What follows belongs to an exercise in optimizing a design on an open flow for small area, a short achievable clock period and few clock cycles; a production flow would make more cautious choices.
RTL that was checked went through simulation tests only; none was proved equivalent to the original.
Power figures rest on the tool's default switching activity, not on a simulated workload.

==> flow/design.v <==
`timescale 1ns/1ps
`default_nettype none
module dcache_port (
    input  logic        clk,
    input  logic        rstn,
    input  logic        req_valid,
    input  logic [63:0] req_address,
    input  logic [63:0] req_value,
    input  logic [1:0]  req_op,
    input  logic [1:0]  req_size,
    input  logic        req_unsigned,
    input  logic [3:0]  req_amo,
    output logic        req_ready,
    output logic        resp_valid,
    output logic [63:0] resp_value,
    output logic        ex_valid,
    output logic        ex_cause,
    output logic [63:0] ex_tval,
    output logic        ar_valid,
    output logic [63:0] ar_addr,
    input  logic        ar_ready,
    input  logic        r_valid,
    input  logic [63:0] r_data,
    output logic        aw_valid,
    output logic [63:0] aw_addr,
    input  logic        aw_ready,
    output logic        w_valid,
    output logic [63:0] w_data,
    output logic [7:0]  w_strb,
    input  logic        w_ready,
    input  logic        b_valid
);
    logic busy_q;    
    logic ex_q;      
    logic arp_q;     
    logic rw_q;      
    logic awp_q;     
    logic wp_q;      
    logic bw_q;      
    logic calc_q;    
    logic mm_q;      
    logic        ld_q;
    logic [63:0] addr_q;
    logic [63:0] val_q;     
    logic [63:0] old_q;     
    logic [1:0]  size_q;
    logic        uns_q;
    logic        sub_q, add_q, kp_q, kg_q, kv_q, sgn_q, max_q;   
    logic        cause_q;
    logic is_load, is_store, misal;
    assign is_load  = req_op == 2'd0;
    assign is_store = req_op == 2'd1;
    always_comb begin
        unique case (req_size)
            2'd0: misal = 1'b0;
            2'd1: misal = req_address[0];
            2'd2: misal = |req_address[1:0];
            default: misal = |req_address[2:0];
        endcase
    end
    logic rdone, done, acc, acc_rd, acc_st, amo_rd;
    assign rdone      = rw_q & r_valid;
    assign amo_rd     = rdone & ~ld_q;
    assign resp_valid = (rdone & ld_q) | (bw_q & b_valid);
    assign done       = resp_valid | ex_q;
    assign req_ready  = ~busy_q | done;
    assign acc        = req_valid & req_ready;
    assign acc_rd     = acc & ~misal & ~is_store;
    assign acc_st     = acc & ~misal & is_store;
    assign ex_valid = ex_q;
    assign ex_cause = cause_q;
    assign ex_tval  = addr_q;
    logic [63:0] addr_out;
    assign addr_out = (arp_q | awp_q) ? addr_q : req_address;
    assign ar_valid = arp_q | acc_rd;
    assign ar_addr  = addr_out;
    assign aw_valid = awp_q | acc_st;
    assign aw_addr  = addr_out;
    logic [2:0]  off;
    logic [7:0]  o1, sg;
    logic [3:0]  o2;
    logic [1:0]  o4;
    logic        f1, f2, f4;
    logic [7:0]  lb [8];
    logic [7:0]  b0, b1, b2, b3;
    logic        ext;
    logic [63:0] aligned;
    assign off = addr_q[2:0];
    always_comb begin
        logic [2:0] top;
        for (int k = 0; k < 8; k++) lb[k] = r_data[8*k +: 8];
        top = off | (size_q == 2'd0 ? 3'd0 : size_q == 2'd1 ? 3'd1 : 3'd3);
        for (int k = 0; k < 8; k++) begin
            o1[k] = off == 3'(k);
            sg[k] = top == 3'(k) && !uns_q && size_q != 2'd3;
        end
        for (int k = 0; k < 4; k++) o2[k] = off[2:1] == 2'(k);
        for (int k = 0; k < 2; k++) o4[k] = off[2] == 1'(k);
        f1 = size_q != 2'd0;
        f2 = size_q[1];
        f4 = size_q == 2'd3;
        b0 = '0; b1 = '0; b2 = '0; b3 = '0; ext = 1'b0;
        for (int k = 0; k < 8; k++) begin
            b0  |= lb[k] & {8{o1[k]}};
            ext |= lb[k][7] & sg[k];
        end
        for (int k = 0; k < 4; k++) b1 |= lb[2*k+1] & {8{o2[k]}};
        for (int k = 0; k < 2; k++) begin
            b2 |= lb[4*k+2] & {8{o4[k]}};
            b3 |= lb[4*k+3] & {8{o4[k]}};
        end
        aligned[7:0]   = b0;
        aligned[15:8]  = (b1 & {8{f1}}) | {8{ext & ~f1}};
        aligned[31:16] = ({b3, b2} & {16{f2}}) | {16{ext & ~f2}};
        aligned[63:32] = (r_data[63:32] & {32{f4}}) | {32{ext & ~f4}};
    end
    assign resp_value = ld_q ? aligned : old_q;
    logic [63:0] wsrc;
    logic [1:0]  wsize;
    logic [2:0]  woff;
    logic [7:0]  strb_base;
    assign wsrc  = ~wp_q ? req_value : mm_q ? old_q : val_q;
    assign wsize = wp_q ? size_q : req_size;
    assign woff  = wp_q ? addr_q[2:0] : req_address[2:0];
    always_comb begin
        unique case (wsize)
            2'd0: begin w_data = {8{wsrc[7:0]}};  strb_base = 8'h01; end
            2'd1: begin w_data = {4{wsrc[15:0]}}; strb_base = 8'h03; end
            2'd2: begin w_data = {2{wsrc[31:0]}}; strb_base = 8'h0f; end
            default: begin w_data = wsrc;         strb_base = 8'hff; end
        endcase
    end
    assign w_strb  = strb_base << woff;
    assign w_valid = wp_q | acc_st;
    logic        sub, word, lt_u, lt, take_old, is_add, c32, c64;
    logic [63:0] pg_p, pg_g, cy, lres, alu;
    assign sub  = sub_q;
    assign word = size_q == 2'd2;
    assign pg_p = old_q ^ val_q;
    assign pg_g = old_q & val_q;
    always_comb begin
        logic [63:0] gg, pp;
        gg = pg_g;
        pp = pg_p;
        gg[0] = pg_g[0] | (pg_p[0] & sub);
        for (int l = 1; l <= 6; l++)
            for (int j = (1 << l) - 1; j < 64; j += (1 << l)) begin
                gg[j] = gg[j] | (pp[j] & gg[j - (1 << (l - 1))]);
                pp[j] = pp[j] & pp[j - (1 << (l - 1))];
            end
        for (int l = 6; l > 0; l--)
            for (int j = (1 << l) + (1 << (l - 1)) - 1; j < 64; j += (1 << l)) begin
                gg[j] = gg[j] | (pp[j] & gg[j - (1 << (l - 1))]);
                pp[j] = pp[j] & pp[j - (1 << (l - 1))];
            end
        cy  = {gg[62:0], sub};
        c64 = gg[63];
    end
    assign c32  = cy[32];
    assign lt_u = word ? ~c32 : ~c64;
    always_comb begin
        logic so, sv;
        so = word ? old_q[31] : old_q[63];
        sv = word ? ~val_q[31] : ~val_q[63];
        lt = (sgn_q & (so ^ sv)) ? so : lt_u;
    end
    assign take_old = lt ^ max_q;
    assign is_add   = add_q;
    always_comb begin
        lres = (pg_p & {64{kp_q}}) | (pg_g & {64{kg_q}}) | (val_q & {64{kv_q}})
             | (~val_q & {64{sub_q}});
    end
    assign alu = is_add ? pg_p ^ cy : lres;
    logic acc_inv, d_add, d_kp, d_kg, d_sgn, d_max;
    assign acc_inv = req_op == 2'd2
                   & (req_amo[3] | (req_amo[2] & req_amo[0]) | (req_amo[2] & req_amo[1]));
    assign d_add   = req_amo == 4'd1;
    assign d_kp    = req_amo == 4'd2 || req_amo == 4'd4;
    assign d_kg    = req_amo == 4'd3 || req_amo == 4'd4;
    assign d_sgn   = req_amo == 4'd5 || req_amo == 4'd6;
    assign d_max   = req_amo == 4'd6 || req_amo == 4'd8;
    always_ff @(posedge clk or negedge rstn) begin
        if (!rstn) begin
            busy_q <= 1'b0;
            ex_q   <= 1'b0;
            arp_q  <= 1'b0;
            rw_q   <= 1'b0;
            awp_q  <= 1'b0;
            wp_q   <= 1'b0;
            bw_q   <= 1'b0;
            calc_q <= 1'b0;
            mm_q   <= 1'b0;
        end else begin
            busy_q <= acc | (busy_q & ~done);
            ex_q   <= acc & misal;
            arp_q  <= ar_valid & ~ar_ready;
            rw_q   <= acc_rd | (rw_q & ~r_valid);
            awp_q  <= (aw_valid & ~aw_ready) | amo_rd;
            wp_q   <= (w_valid & ~w_ready) | calc_q;
            bw_q   <= acc_st | amo_rd | (bw_q & ~b_valid);
            calc_q <= amo_rd;
            if (acc) mm_q <= 1'b0;
            else if (calc_q) mm_q <= sub & take_old;
        end
    end
    always_ff @(posedge clk) begin
        if (acc) begin
            ld_q    <= is_load;
            addr_q  <= req_address;
            size_q  <= req_size;
            uns_q   <= req_unsigned & is_load;
            sub_q   <= acc_inv;
            add_q   <= d_add;
            kp_q    <= d_kp;
            kg_q    <= d_kg;
            kv_q    <= ~(acc_inv | d_add | d_kp | d_kg);
            sgn_q   <= d_sgn;
            max_q   <= d_max;
            cause_q <= ~is_load;
        end
        if (acc) val_q <= req_value ^ {64{acc_inv}};
        else if (calc_q) val_q <= alu;
        if (amo_rd) old_q <= aligned;
    end
endmodule
`default_nettype wire
Settings: LEC_CHECK=0, CAP_MARGIN=20, CORE_MARGIN=2, CORE_UTILIZATION=40, SETUP_SLACK_MARGIN=1.5, SLEW_MARGIN=20; clock period 6.5 ns.
standard.sh (not shown) runs the stock make flow with config.mk's settings and CLKGATE_MAP_FILE= SYNTH_SCRIPT=/design/flow/synth_recipe.tcl, a recipe that flattens the netlist after the stock synthesis.
==> flow/flow/run.sh <==
#!/bin/bash
set -euo pipefail
bash standard.sh BUFFER_PORTS_ARGS="-buffer_cell sky130_fd_sc_hd__buf_1" finish > make_finish.log 2>&1
Testbench counts at the start, summed over its fixed seeds: cycles 15,767.
==> next run, changes <==
--- a/flow/design.v
+++ b/flow/design.v
@@ -43,8 +43,9 @@
     logic [63:0] addr_q;
     logic [63:0] val_q;     
     logic [63:0] old_q;     
-    logic [1:0]  size_q;
-    logic        uns_q;
+    logic [7:0]  o1_q;                   
+    logic        f1_q, f2_q, f4_q;       
+    logic        sx_q;                   
     logic        sub_q, add_q, kp_q, kg_q, kv_q, sgn_q, max_q;   
     logic        cause_q;
     logic is_load, is_store, misal;
@@ -76,43 +77,33 @@
     assign ar_addr  = addr_out;
     assign aw_valid = awp_q | acc_st;
     assign aw_addr  = addr_out;
-    logic [2:0]  off;
-    logic [7:0]  o1, sg;
-    logic [3:0]  o2;
-    logic [1:0]  o4;
-    logic        f1, f2, f4;
     logic [7:0]  lb [8];
+    logic [7:0]  sg;
     logic [7:0]  b0, b1, b2, b3;
     logic        ext;
     logic [63:0] aligned;
-    assign off = addr_q[2:0];
-    always_comb begin
-        logic [2:0] top;
+    always_comb begin
         for (int k = 0; k < 8; k++) lb[k] = r_data[8*k +: 8];
-        top = off | (size_q == 2'd0 ? 3'd0 : size_q == 2'd1 ? 3'd1 : 3'd3);
         for (int k = 0; k < 8; k++) begin
-            o1[k] = off == 3'(k);
-            sg[k] = top == 3'(k) && !uns_q && size_q != 2'd3;
-        end
-        for (int k = 0; k < 4; k++) o2[k] = off[2:1] == 2'(k);
-        for (int k = 0; k < 2; k++) o4[k] = off[2] == 1'(k);
-        f1 = size_q != 2'd0;
-        f2 = size_q[1];
-        f4 = size_q == 2'd3;
+            sg[k] = o1_q[k] & ~f1_q;
+            if (k % 2 == 1) sg[k] = sg[k] | (o1_q[k-1] & f1_q & ~f2_q);
+            if (k % 4 == 3) sg[k] = sg[k] | (o1_q[k-3] & f2_q & ~f4_q);
+            sg[k] = sg[k] & sx_q;
+        end
         b0 = '0; b1 = '0; b2 = '0; b3 = '0; ext = 1'b0;
         for (int k = 0; k < 8; k++) begin
-            b0  |= lb[k] & {8{o1[k]}};
+            b0  |= lb[k] & {8{o1_q[k]}};
             ext |= lb[k][7] & sg[k];
         end
-        for (int k = 0; k < 4; k++) b1 |= lb[2*k+1] & {8{o2[k]}};
+        for (int k = 0; k < 4; k++) b1 |= lb[2*k+1] & {8{o1_q[2*k]}};
         for (int k = 0; k < 2; k++) begin
-            b2 |= lb[4*k+2] & {8{o4[k]}};
-            b3 |= lb[4*k+3] & {8{o4[k]}};
+            b2 |= lb[4*k+2] & {8{o1_q[4*k]}};
+            b3 |= lb[4*k+3] & {8{o1_q[4*k]}};
         end
         aligned[7:0]   = b0;
-        aligned[15:8]  = (b1 & {8{f1}}) | {8{ext & ~f1}};
-        aligned[31:16] = ({b3, b2} & {16{f2}}) | {16{ext & ~f2}};
-        aligned[63:32] = (r_data[63:32] & {32{f4}}) | {32{ext & ~f4}};
+        aligned[15:8]  = (b1 & {8{f1_q}}) | {8{ext & ~f1_q}};
+        aligned[31:16] = ({b3, b2} & {16{f2_q}}) | {16{ext & ~f2_q}};
+        aligned[63:32] = (r_data[63:32] & {32{f4_q}}) | {32{ext & ~f4_q}};
     end
     assign resp_value = ld_q ? aligned : old_q;
     logic [63:0] wsrc;
@@ -120,7 +111,7 @@
     logic [2:0]  woff;
     logic [7:0]  strb_base;
     assign wsrc  = ~wp_q ? req_value : mm_q ? old_q : val_q;
-    assign wsize = wp_q ? size_q : req_size;
+    assign wsize = wp_q ? {f2_q, (f1_q & ~f2_q) | f4_q} : req_size;
     assign woff  = wp_q ? addr_q[2:0] : req_address[2:0];
     always_comb begin
         unique case (wsize)
@@ -135,7 +126,7 @@
     logic        sub, word, lt_u, lt, take_old, is_add, c32, c64;
     logic [63:0] pg_p, pg_g, cy, lres, alu;
     assign sub  = sub_q;
-    assign word = size_q == 2'd2;
+    assign word = f2_q & ~f4_q;
     assign pg_p = old_q ^ val_q;
     assign pg_g = old_q & val_q;
     always_comb begin
@@ -207,8 +198,11 @@
         if (acc) begin
             ld_q    <= is_load;
             addr_q  <= req_address;
-            size_q  <= req_size;
-            uns_q   <= req_unsigned & is_load;
+            o1_q    <= 8'd1 << req_address[2:0];
+            f1_q    <= req_size != 2'd0;
+            f2_q    <= req_size[1];
+            f4_q    <= req_size == 2'd3;
+            sx_q    <= ~(req_unsigned & is_load);
             sub_q   <= acc_inv;
             add_q   <= d_add;
             kp_q    <= d_kp;
What happened:
- area after synthesis increases by 1.9%
- critical path depth went down by 1
- global-route usage is higher by 0.30 points
- routed wire length goes up by 3.1%
- power is higher by about 2%
The RTL of the second run of this note was laid out without a check of its function.

## port drivers added, routing unchanged
In the flow no input, the clock included, has a driving cell. The finished layouts below were timed again as built, in two steps.
Step 1, drivers: a clkbuf_16 drives clk and a buf_2 each remaining input, both assumed.
Step 2 also shifts input and output timing later by t, the mid clock arrival at the registers, as if the neighbouring blocks saw the same clock.
Slacks: ideal ports / drivers / drivers and shift; pairs: ideal ports / drivers.
run	shift t [ns]	setup slack, ns	pins driven straight from the clock port
the first run	0.623	1.625 / 1.568 / 1.666	1
the second run	0.625	1.639 / 1.578 / 1.598	1
After both steps every run listed still meets setup and hold. For the second run, which loses most, drivers alone change the setup slack by -0.061 ns; drivers and shift together by -0.041 ns.
